This is an optimization exercise on Yosys and OpenROAD, whose aim is small area and a short achievable clock period, not a production implementation.
Where RTL was checked, it was by simulation tests only, not by an equivalence proof against the original.

==> flow/design.v (excerpt) <==
module aes_round_core (
	input logic i_clk,
	input logic i_rst,
	input logic i_valid,
	input logic i_decrypt,
	input logic i_skip_mix,
	input aes_gf_pkg::aes_state_t i_state,
	output logic o_valid,
	output aes_gf_pkg::aes_state_t o_state
);
Settings: LEC_CHECK=0, CAP_MARGIN=20, CORE_MARGIN=2, CORE_UTILIZATION=40, SETUP_SLACK_MARGIN=3.0, SLEW_MARGIN=20, SYNTH_HIERARCHICAL=1; clock period 5.5 ns.
run.sh (not shown) runs the stock make flow with config.mk's settings and CLKGATE_MAP_FILE= SYNTH_SCRIPT=/design/flow/synth_recipe.tcl, a recipe that flattens the netlist after the stock synthesis.
Next try:
- SETUP_SLACK_MARGIN: 3.0 -> 2.8
What happened: The new run produced a clean layout. Setup slack gets better by 0.054 ns. Global-route usage drops by 0.90 points. Wire length goes down by 4.0%. Design area falls by 5.5%. Flip-flop and latch count does not change. Utilization falls by 3.2 points.
No run of this note included a check of the RTL's function; only the layout flow was run.


aes_round_core, a different RTL version from the one above (not shown whole).
For scale: about 4700 cells after synthesis, about 260 I/O pins, about 43000 um2 of cells after synthesis.
Design aes_round_core, start of the top module:
module aes_round_core (
	input logic i_clk,
	input logic i_rst,
	input logic i_valid,
	input logic i_decrypt,
	input logic i_skip_mix,
	input aes_gf_pkg::aes_state_t i_state,
	output logic o_valid,
	output aes_gf_pkg::aes_state_t o_state
);
Settings: LEC_CHECK=0, CAP_MARGIN=20, CORE_MARGIN=2, CORE_UTILIZATION=40, SETUP_SLACK_MARGIN=3.0, SLEW_MARGIN=20, SYNTH_HIERARCHICAL=1; clock period 5.5 ns.
standard.sh (not shown) runs the stock make flow with config.mk's settings and CLKGATE_MAP_FILE= SYNTH_SCRIPT=/design/flow/synth_recipe.tcl, a recipe that flattens the netlist after the stock synthesis.
==> flow/flow/run.sh <==
#!/bin/bash
# The standard layout (the standard.sh, all ORFS steps unchanged), except
# that buffer_ports uses buf_1 cells for the input and output port buffers
# instead of the delay buffer it picks by default; repair still resizes them.
set -e
export BUFFER_PORTS_ARGS="-buffer_cell sky130_fd_sc_hd__buf_1"
bash standard.sh > standard.log 2>&1
Edit:
CORE_UTILIZATION = 55   (was 40)
PLACE_DENSITY = 0.65   (was default)
Worst setup slack got worse by 58 ps.
Routed wire length is lower by 5.5%.
Sequential cell count does not change.
Synthesized area does not change.
First-iteration DRC count is lower by 11%.
Cell count is lower by 5.4%.
Via count stays flat.
Critical path depth is higher by 1.
Sequential share of layout area is higher by 0.31 points.


Setup of indigo:
aes_round_core, a different RTL version from the one above (not shown whole).
Size in the first run: ~4,600 cells after synthesis, roughly 590 flip-flops, roughly 42,000 um2 of cells after synthesis.
clock: 5.5 ns
lec_check: 0
cap_margin: 20
core_margin: 2
core_utilization: 40
setup_slack_margin: 3.0
slew_margin: 20
synth_hierarchical: 1
run.sh (not shown) runs the stock make flow with config.mk's settings and CLKGATE_MAP_FILE= SYNTH_SCRIPT=/design/flow/synth_recipe.tcl, a recipe that flattens the netlist after the stock synthesis.
Stock flow here: none of the scripts above is used.
indigo finished all stages; the layout is clean.
Modified inputs, harbor compared to indigo
- a change of SETUP_SLACK_MARGIN from 3.0 to 3.2
### Flow results
- From indigo to harbor the numbers moved as follows: setup slack decreased by 0.060 ns relative to the old numbers; largest fanout on the critical path moved up; worst slack on hold paths saw little to no change.
- For the final wirelength, harbor came in about 8% higher than indigo did.
- Comparing share of the final layout cell area in multi-input gates for indigo and harbor, the smaller number came from harbor.
- Relative to indigo, the post-route fraction of the period consumed by the critical path of harbor is higher by 1.1 points.
- harbor went all the way through synthesis, placement and routing and the layout is clean on timing, DRC and antenna.
- As far as netlist area before placement goes, indigo and harbor are indistinguishable; the numbers are identical.
- For number of cells on the worst reg-to-reg path, indigo and harbor come out practically identical.
- Between indigo and harbor, the number of antenna violations at the first check in global routing is lower for harbor.
> inputs changed (harbor -> garnet)
- SETUP_SLACK_MARGIN changed from 3.2 to 3.0
==> flow/flow/run.sh (new file) <==
#!/bin/bash
# The standard layout (the standard.sh, all ORFS steps unchanged), except
# that buffer_ports uses buf_1 cells for the input and output port buffers
# instead of the delay buffer it picks by default; repair still resizes them.
set -e
export BUFFER_PORTS_ARGS="-buffer_cell sky130_fd_sc_hd__buf_1"
bash standard.sh > standard.log 2>&1
==> flow/standard.sh (new file) <==
#!/bin/bash
# synth_recipe.tcl (not shown) runs the flow's synth.tcl, then flattens the netlist and writes it again
# the make line also repeats each setting of config.mk as NAME=value (left out here)
make -C /OpenROAD-flow-scripts/flow DESIGN_CONFIG=/design/flow/config.mk WORK_HOME=/design/flow/orfs CLKGATE_MAP_FILE= SYNTH_SCRIPT=/design/flow/synth_recipe.tcl "${@:-finish}"
removed: flow/run.sh
--- outcome ---
On worst clock skew, harbor loses to garnet. Cell area was lower in the run labelled garnet. Per the comparison of garnet with harbor, register-to-register path setup slack level, via count of the first global-routing pass went down 1,097, fmax went up by about 0.5%, final cell count without fillers dropped 286. garnet and harbor ended up with nearly the same mean instance size in the synthesized netlist. Against harbor, final worst-path setup slack in garnet came out better. garnet vs harbor: total length of routed met2 wires down.
The following lists how xenon was set up differently from garnet:
- SETUP_SLACK_MARGIN changed from 3.0 to 2.9
Results
No stage failed in xenon, and the final checks on the layout all came back clean.
Going from garnet to xenon, total wire length now smaller; via count now larger.
Delta (xenon minus garnet): final critical-path setup slack fell by 0.066 ns, die area stayed essentially flat.
Inputs modified between xenon and willow:
- putting TNS_END_PERCENT at 5 where nothing was set
- swapping 2.9 for 3.0 in SETUP_SLACK_MARGIN
==> flow/run.sh (new file) <==
#!/bin/bash
# synth_recipe.tcl (not shown) runs the flow's synth.tcl, then flattens the netlist and writes it again
# the make line also repeats each setting of config.mk as NAME=value (left out here)
make -C /OpenROAD-flow-scripts/flow DESIGN_CONFIG=/design/flow/config.mk WORK_HOME=/design/flow/orfs CLKGATE_MAP_FILE= SYNTH_SCRIPT=/design/flow/synth_recipe.tcl finish
removed: flow/flow/run.sh
removed: flow/standard.sh
--- outcome ---
- The final layout from willow, which completed every stage, passed the timing, DRC and antenna checks at the end of the flow.
- xenon | stages: all done | timing, DRC, antenna: all pass
- The run showing the smaller worst setup slack after placement is willow.
- On final estimated routing congestion in global placement: willow sits below xenon.
- The overall routed net length in willow sits about 0.8% above the value recorded for xenon.
- willow vs. xenon: wire length of the first global-routing pass now sits at about the same level, initial antenna violation count now sits higher.


aes_round_core, a different RTL version from the one above (not shown whole).
Size: about 4500 cells after synthesis, about 590 flip-flops, roughly 260 I/O pins.
==> flow/config.mk <==
export PLATFORM = sky130hd
export DESIGN_NAME = aes_round_core
export DESIGN_NICKNAME = aes_round_core
export VERILOG_FILES = /design/flow/design.v
export SDC_FILE = /design/flow/constraint.sdc
export NUM_CORES = 4
export LEC_CHECK = 0
export CAP_MARGIN = 20
export CORE_MARGIN = 2
export CORE_UTILIZATION = 40
export SETUP_SLACK_MARGIN = 2.8
export SLEW_MARGIN = 20
export SYNTH_HIERARCHICAL = 1
==> flow/constraint.sdc <==
create_clock -name core_clock -period 5.5 [get_ports {i_clk}]
set_input_delay 1.1000 -clock core_clock [delete_from_list [all_inputs] [get_ports {i_clk}]]
set_output_delay 1.1000 -clock core_clock [all_outputs]
set_load 0.01 [all_outputs]
Stock flow here: none of the scripts above is used.
The baseline finished with timing, DRC and antenna clean.
==> next run, changes <==
==> flow/flow/run.sh (new file) <==
#!/bin/bash
# The standard layout (the standard.sh, all ORFS steps unchanged), except
# that buffer_ports uses buf_1 cells for the input and output port buffers
# instead of the delay buffer it picks by default; repair still resizes them.
set -e
export BUFFER_PORTS_ARGS="-buffer_cell sky130_fd_sc_hd__buf_1"
bash standard.sh > standard.log 2>&1
==> flow/standard.sh (new file) <==
#!/bin/bash
# synth_recipe.tcl (not shown) runs the flow's synth.tcl, then flattens the netlist and writes it again
# the make line also repeats each setting of config.mk as NAME=value (left out here)
make -C /OpenROAD-flow-scripts/flow DESIGN_CONFIG=/design/flow/config.mk WORK_HOME=/design/flow/orfs CLKGATE_MAP_FILE= SYNTH_SCRIPT=/design/flow/synth_recipe.tcl "${@:-finish}"
--- a/flow/config.mk
+++ b/flow/config.mk
@@ -11 +11 @@
-export SETUP_SLACK_MARGIN = 2.8
+export SETUP_SLACK_MARGIN = 3.0
removed: flow/run.sh
Result: Wire length came out higher by 3.3%; design area came out higher by 2.2%; worst hold slack barely changes; critical path depth is unchanged; via count came out higher by 2.1%; area after synthesis is unchanged.
==> next run, changes <==
==> flow/run.sh (new file) <==
#!/bin/bash
# synth_recipe.tcl (not shown) runs the flow's synth.tcl, then flattens the netlist and writes it again
# the make line also repeats each setting of config.mk as NAME=value (left out here)
make -C /OpenROAD-flow-scripts/flow DESIGN_CONFIG=/design/flow/config.mk WORK_HOME=/design/flow/orfs CLKGATE_MAP_FILE= SYNTH_SCRIPT=/design/flow/synth_recipe.tcl finish
--- a/flow/config.mk
+++ b/flow/config.mk
@@ -11 +11 @@
-export SETUP_SLACK_MARGIN = 3.0
+export SETUP_SLACK_MARGIN = 2.6
removed: flow/flow/run.sh
removed: flow/standard.sh
The new run went through all stages and came out clean; via count fell by 2.3%; synthesized cell count stays the same; hold slack stays flat; register-to-register slack loses 0.27 ns; wire length went down by 4.5%; global-route usage decreases by 0.29 points; sequential share of layout area goes up by 0.82 points; utilization fell by 3.1 points.
==> next run, changes <==
--- a/flow/config.mk
+++ b/flow/config.mk
@@ -11 +11,2 @@
-export SETUP_SLACK_MARGIN = 2.6
+export CTS_BUF_LIST = sky130_fd_sc_hd__clkbuf_8
+export SETUP_SLACK_MARGIN = 2.8
Result:
- The new run finished with timing, DRC and antenna clean
- hold slack is worse by 0.034 ns
- clock-buffer cell count rose by 35
- routed wire length rose slightly
- final area rose by a few percent
- first-iteration DRC count rose by a little under a tenth
- non-clock buffer count rose by 35
- via count rose slightly
- global-route usage rose by 0.11 points
Function was not checked in any run of this note: the RTL went through the layout flow alone.


aes_round_core, a different RTL version from the one above (not shown whole).
For scale: ~390 flip-flops, ~260 I/O pins, about 34000 um2 of cells after synthesis.
clock: 5.5 ns
lec_check: 0
cap_margin: 20
core_margin: 2
core_utilization: 40
slew_margin: 20
Stock flow here: none of the scripts above is used.
The starting point completed without violations.
Then changed:
SETUP_SLACK_MARGIN = 2.5   (was not set)
Synthesized cell count does not change. Core utilization went up by 7.4 points. Cell area rises by 16%. Via count grows by 5.5%. Clock skew went down by 0.0091 ns.
Then changed:
SETUP_SLACK_MARGIN = 1.5   (was 2.5)
What happened:
- synthesized cell count does not change
- setup slack got worse by 0.82 ns
- clock-buffer cell count fell by 6
- register-to-register slack got worse by 0.82 ns
No functional check of the RTL was part of any run of this note.


## alpha
aes_round_core, a different RTL version from the one above (not shown whole).
Size in the first run: ~5,200 cells after synthesis.
clock: 5.5 ns
lec_check: 0
cap_margin: 20
core_margin: 2
core_utilization: 40
setup_slack_margin: 3.6
slew_margin: 20
[inputs] beta vs alpha
# alpha
export LEC_CHECK = 0
export CAP_MARGIN = 20
export CORE_MARGIN = 2
export CORE_UTILIZATION = 40
export SETUP_SLACK_MARGIN = 3.6
export SLEW_MARGIN = 20
create_clock -name core_clock -period 5.5 [get_ports {i_clk}]
# beta
export LEC_CHECK = 0
export CAP_MARGIN = 20
export CORE_MARGIN = 2
export CORE_UTILIZATION = 40
export SETUP_SLACK_MARGIN = 2.5
export SLEW_MARGIN = 20
create_clock -name core_clock -period 5.5 [get_ports {i_clk}]
--- outcome ---
- Depth of the worst register-to-register path, beta and alpha: lower on beta
- beta packs its core looser than alpha.
- Compared with alpha, in beta highest clock frequency the design can meet decreased by about 10% relative to the old numbers; wire length of the first global-routing pass decreased by 11% relative to the old numbers.
- Clock buffer instance count of the final layout, beta and alpha: lower on alpha
- beta against alpha: global-route usage decreased 2.5 points, design area has decreased.
- met2 wire length down about 19% in beta wrt alpha
--- input diff beta..gamma ---
# beta
export LEC_CHECK = 0
export CAP_MARGIN = 20
export CORE_MARGIN = 2
export CORE_UTILIZATION = 40
export SETUP_SLACK_MARGIN = 2.5
export SLEW_MARGIN = 20
create_clock -name core_clock -period 5.5 [get_ports {i_clk}]
# gamma
export LEC_CHECK = 0
export CAP_MARGIN = 20
export CORE_MARGIN = 2
export CORE_UTILIZATION = 40
export SETUP_SLACK_MARGIN = 3.2
export SLEW_MARGIN = 20
create_clock -name core_clock -period 5.5 [get_ports {i_clk}]
==> comparison <==
gamma ended up with i_state[118] as its launching instance or port of the critical path; beta ended up with i_state[81]. The area growth from synthesis to layout of gamma exceeds that of beta by 16 points. Area of combinational cells with multiple inputs: higher on gamma. The headroom to the max-slew limit number comes out higher for beta vs gamma.
Function was not checked in any run of this note: the RTL went through the layout flow alone.


aes_round_core, a different RTL version from the one above (not shown whole).
For scale: roughly 4400 cells after synthesis, about 590 flip-flops, about 260 I/O pins, about 41000 um2 of cells after synthesis.
make LEC_CHECK=0 CAP_MARGIN=20 CORE_MARGIN=2 CORE_UTILIZATION=40 SETUP_SLACK_MARGIN=3.4 SLEW_MARGIN=20 SYNTH_HIERARCHICAL=1 finish   # period 5.5 ns
The first run ran to the end with no violations.
==> next run, changes <==
CORE_UTILIZATION = 60   (was 40)
PLACE_DENSITY = 0.72   (was unset)
SETUP_SLACK_MARGIN = 2.6   (was 3.4)
Result: The new run completed with no timing, DRC or antenna violations. Setup slack got worse by 0.13 ns. Cell count decreases by 17%. Cell area decreases by 24%. Via count decreases by 9.6%. First-iteration DRC count increases by 18%. Flip-flop and latch count is unchanged. Synthesized cell count is unchanged. Die area decreases by 33%. Clock-buffer cell count increases by 2.


## run A
aes_round_core, a different RTL version from the one above (not shown whole).
Size: about 4700 cells after synthesis, ~630 flip-flops, ~260 I/O pins.
## aes_round_core
module aes_round_core (
	input logic i_clk,
	input logic i_rst,
	input logic i_valid,
	input logic i_decrypt,
	input logic i_skip_mix,
	input aes_gf_pkg::aes_state_t i_state,
	output logic o_valid,
	output aes_gf_pkg::aes_state_t o_state
);
	localparam int N_SB = 3;
	aes_gf_pkg::aes_state_t lane_bytes;
	aes_gf_pkg::aes_state_t mixed;
	logic [N_SB:0] valid_d;
	logic [N_SB:0] dec_d;
	logic [N_SB:0] skip_d;
	assign valid_d[0] = i_valid;
	assign dec_d[0] = i_decrypt;
	assign skip_d[0] = i_skip_mix;
	for (genvar i = 0; i < N_SB; i++)
	begin : g_ctrl
		always_ff @(posedge i_clk)
		begin
			dec_d[i+1] <= dec_d[i];
			skip_d[i+1] <= skip_d[i];
			if (i_rst)
				valid_d[i+1] <= 1'b0;
			else
				valid_d[i+1] <= valid_d[i];
		end
	end
	aes_sbox_lane_s u_lane0 (
		.i_clk(i_clk),
		.i_dec_in(dec_d[0]),
		.i_dec_out(dec_d[2]),
		.i_byte_enc(i_state[127:120]),
		.o_byte(lane_bytes[127:120])
	);
	aes_sbox_lane u_lane1 (
		.i_clk(i_clk),
		.i_dec_in(dec_d[0]),
		.i_dec_out(dec_d[2]),
		.i_byte_enc(i_state[87:80]),
		.i_byte_dec(i_state[23:16]),
		.o_byte(lane_bytes[119:112])
	);
	aes_sbox_lane_s u_lane2 (
		.i_clk(i_clk),
		.i_dec_in(dec_d[0]),
		.i_dec_out(dec_d[2]),
		.i_byte_enc(i_state[47:40]),
		.o_byte(lane_bytes[111:104])
	);
	aes_sbox_lane u_lane3 (
		.i_clk(i_clk),
		.i_dec_in(dec_d[0]),
		.i_dec_out(dec_d[2]),
		.i_byte_enc(i_state[7:0]),
		.i_byte_dec(i_state[71:64]),
		.o_byte(lane_bytes[103:96])
	);
	aes_sbox_lane_s u_lane4 (
		.i_clk(i_clk),
		.i_dec_in(dec_d[0]),
		.i_dec_out(dec_d[2]),
		.i_byte_enc(i_state[95:88]),
		.o_byte(lane_bytes[95:88])
	);
	aes_sbox_lane u_lane5 (
		.i_clk(i_clk),
		.i_dec_in(dec_d[0]),
		.i_dec_out(dec_d[2]),
		.i_byte_enc(i_state[55:48]),
		.i_byte_dec(i_state[119:112]),
		.o_byte(lane_bytes[87:80])
	);
	aes_sbox_lane_s u_lane6 (
  ...
export LEC_CHECK = 0
export CAP_MARGIN = 20
export CORE_MARGIN = 2
export CORE_UTILIZATION = 40
export PLACE_DENSITY = 0.75
export SETUP_SLACK_MARGIN = 3.0
export SLEW_MARGIN = 20
export SYNTH_HIERARCHICAL = 1
create_clock -name core_clock -period 5.5 [get_ports {i_clk}]
standard.sh (not shown) runs the stock make flow with config.mk's settings and CLKGATE_MAP_FILE= SYNTH_SCRIPT=/design/flow/synth_recipe.tcl, a recipe that flattens the netlist after the stock synthesis.
==> flow/flow/run.sh <==
#!/bin/bash
# The standard layout (the standard.sh, all ORFS steps unchanged), except
# that buffer_ports uses buf_1 cells for the input and output port buffers
# instead of the delay buffer it picks by default; repair still resizes them.
set -e
export BUFFER_PORTS_ARGS="-buffer_cell sky130_fd_sc_hd__buf_1"
bash standard.sh > standard.log 2>&1
> inputs changed (run A -> run B)
- a deleted PLACE_DENSITY that had been 0.75
- a change of CAP_MARGIN from 20 to 10
- a change of SLEW_MARGIN from 20 to 10
Results
Relative to run A, layout overhead on the synthesized area has increased by 1.0 points in run B. Diff run B and run A: estimated wirelength of the detail-placed design lower in run B. For the hold slack, run B came in 0.0052 ns lower than run A did. Summary: with run A as the reference, aggregate routed wire length in run B moved down by a few percent. Run B vs. run A: total of plain and repair buffers excluding clock buffers now sits lower, slack of the critical path rose 0.013 ns.

what the ideal ports hide:
Ports are ideal in the flow. The routed layouts listed here were re-timed in OpenROAD.
Step 1, drivers: a clkbuf_16 drives i_clk and a buf_2 each remaining input, both assumed.
Step 2 adds t to the input delays and takes it off the output delays; t is the mean of the earliest and latest rising clock arrival at the registers after step 1. Input paths then give back, and output paths get back, about the clock's delay inside the block.
a / b / c = ideal ports / drivers / drivers and shift; a / b = the first two.
| run | t (ns) | setup slack, ns | hold slack, ns |
|---|---|---|---|
| the first run of note 1 | 0.696 | 2.514 / 2.514 / 2.222 | 0.325 / 0.325 / 0.325 |
| the second run of note 1 | 0.690 | 2.568 / 2.568 / 2.081 | 0.324 / 0.324 / 0.324 |
| the first run of note 2 | 0.680 | 3.073 / 3.064 / 2.803 | 0.324 / 0.324 / 0.324 |
| the second run of note 2 | 0.669 | 3.015 / 3.015 / 2.598 | 0.324 / 0.324 / 0.324 |
| indigo | 0.694 | 3.033 / 2.963 / 2.466 | 0.326 / 0.326 / 0.326 |
| harbor | 0.700 | 2.973 / 2.973 / 2.604 | 0.324 / 0.324 / 0.324 |
| garnet | 0.696 | 2.985 / 2.985 / 2.755 | 0.323 / 0.323 / 0.323 |
| xenon | 0.706 | 2.920 / 2.908 / 2.752 | 0.326 / 0.326 / 0.326 |
| willow | 0.691 | 2.860 / 2.807 / 2.398 | 0.323 / 0.323 / 0.323 |
| the first run of note 4 | 0.704 | 2.835 / 2.763 / 2.327 | 0.323 / 0.323 / 0.323 |
| the second run of note 4 | 0.702 | 3.031 / 2.958 / 2.618 | 0.326 / 0.326 / 0.326 |
| the third run of note 4 | 0.700 | 2.713 / 2.642 / 2.422 | 0.323 / 0.323 / 0.323 |
| the fourth run of note 4 | 0.820 | 2.863 / 2.818 / 2.358 | 0.290 / 0.290 / 0.290 |
| the first run of note 5 | 0.642 | 1.470 / 1.470 / 1.470 | 0.323 / 0.323 / 0.323 |
| the second run of note 5 | 0.639 | 2.512 / 2.512 / 2.260 | 0.323 / 0.323 / 0.323 |
| the third run of note 5 | 0.641 | 1.689 / 1.689 / 1.689 | 0.323 / 0.323 / 0.323 |
| alpha | 0.701 | 2.838 / 2.727 / 2.026 | 0.321 / 0.321 / 0.321 |
| beta | 0.714 | 2.556 / 2.486 / 1.773 | 0.323 / 0.323 / 0.323 |
| gamma | 0.708 | 2.787 / 2.636 / 1.928 | 0.345 / 0.345 / 0.345 |
| the first run of note 7 | 0.704 | 2.808 / 2.808 / 2.803 | 0.339 / 0.339 / 0.339 |
| the second run of note 7 | 0.646 | 2.683 / 2.683 / 2.400 | 0.319 / 0.319 / 0.319 |
| run A | 0.668 | 3.054 / 2.990 / 2.727 | 0.330 / 0.330 / 0.330 |
| run B | 0.704 | 3.066 / 3.066 / 2.584 | 0.324 / 0.324 / 0.324 |
After both steps every run listed still meets setup and hold. For gamma, which loses most, drivers alone change the setup slack by -0.151 ns; drivers and shift together by -0.859 ns.
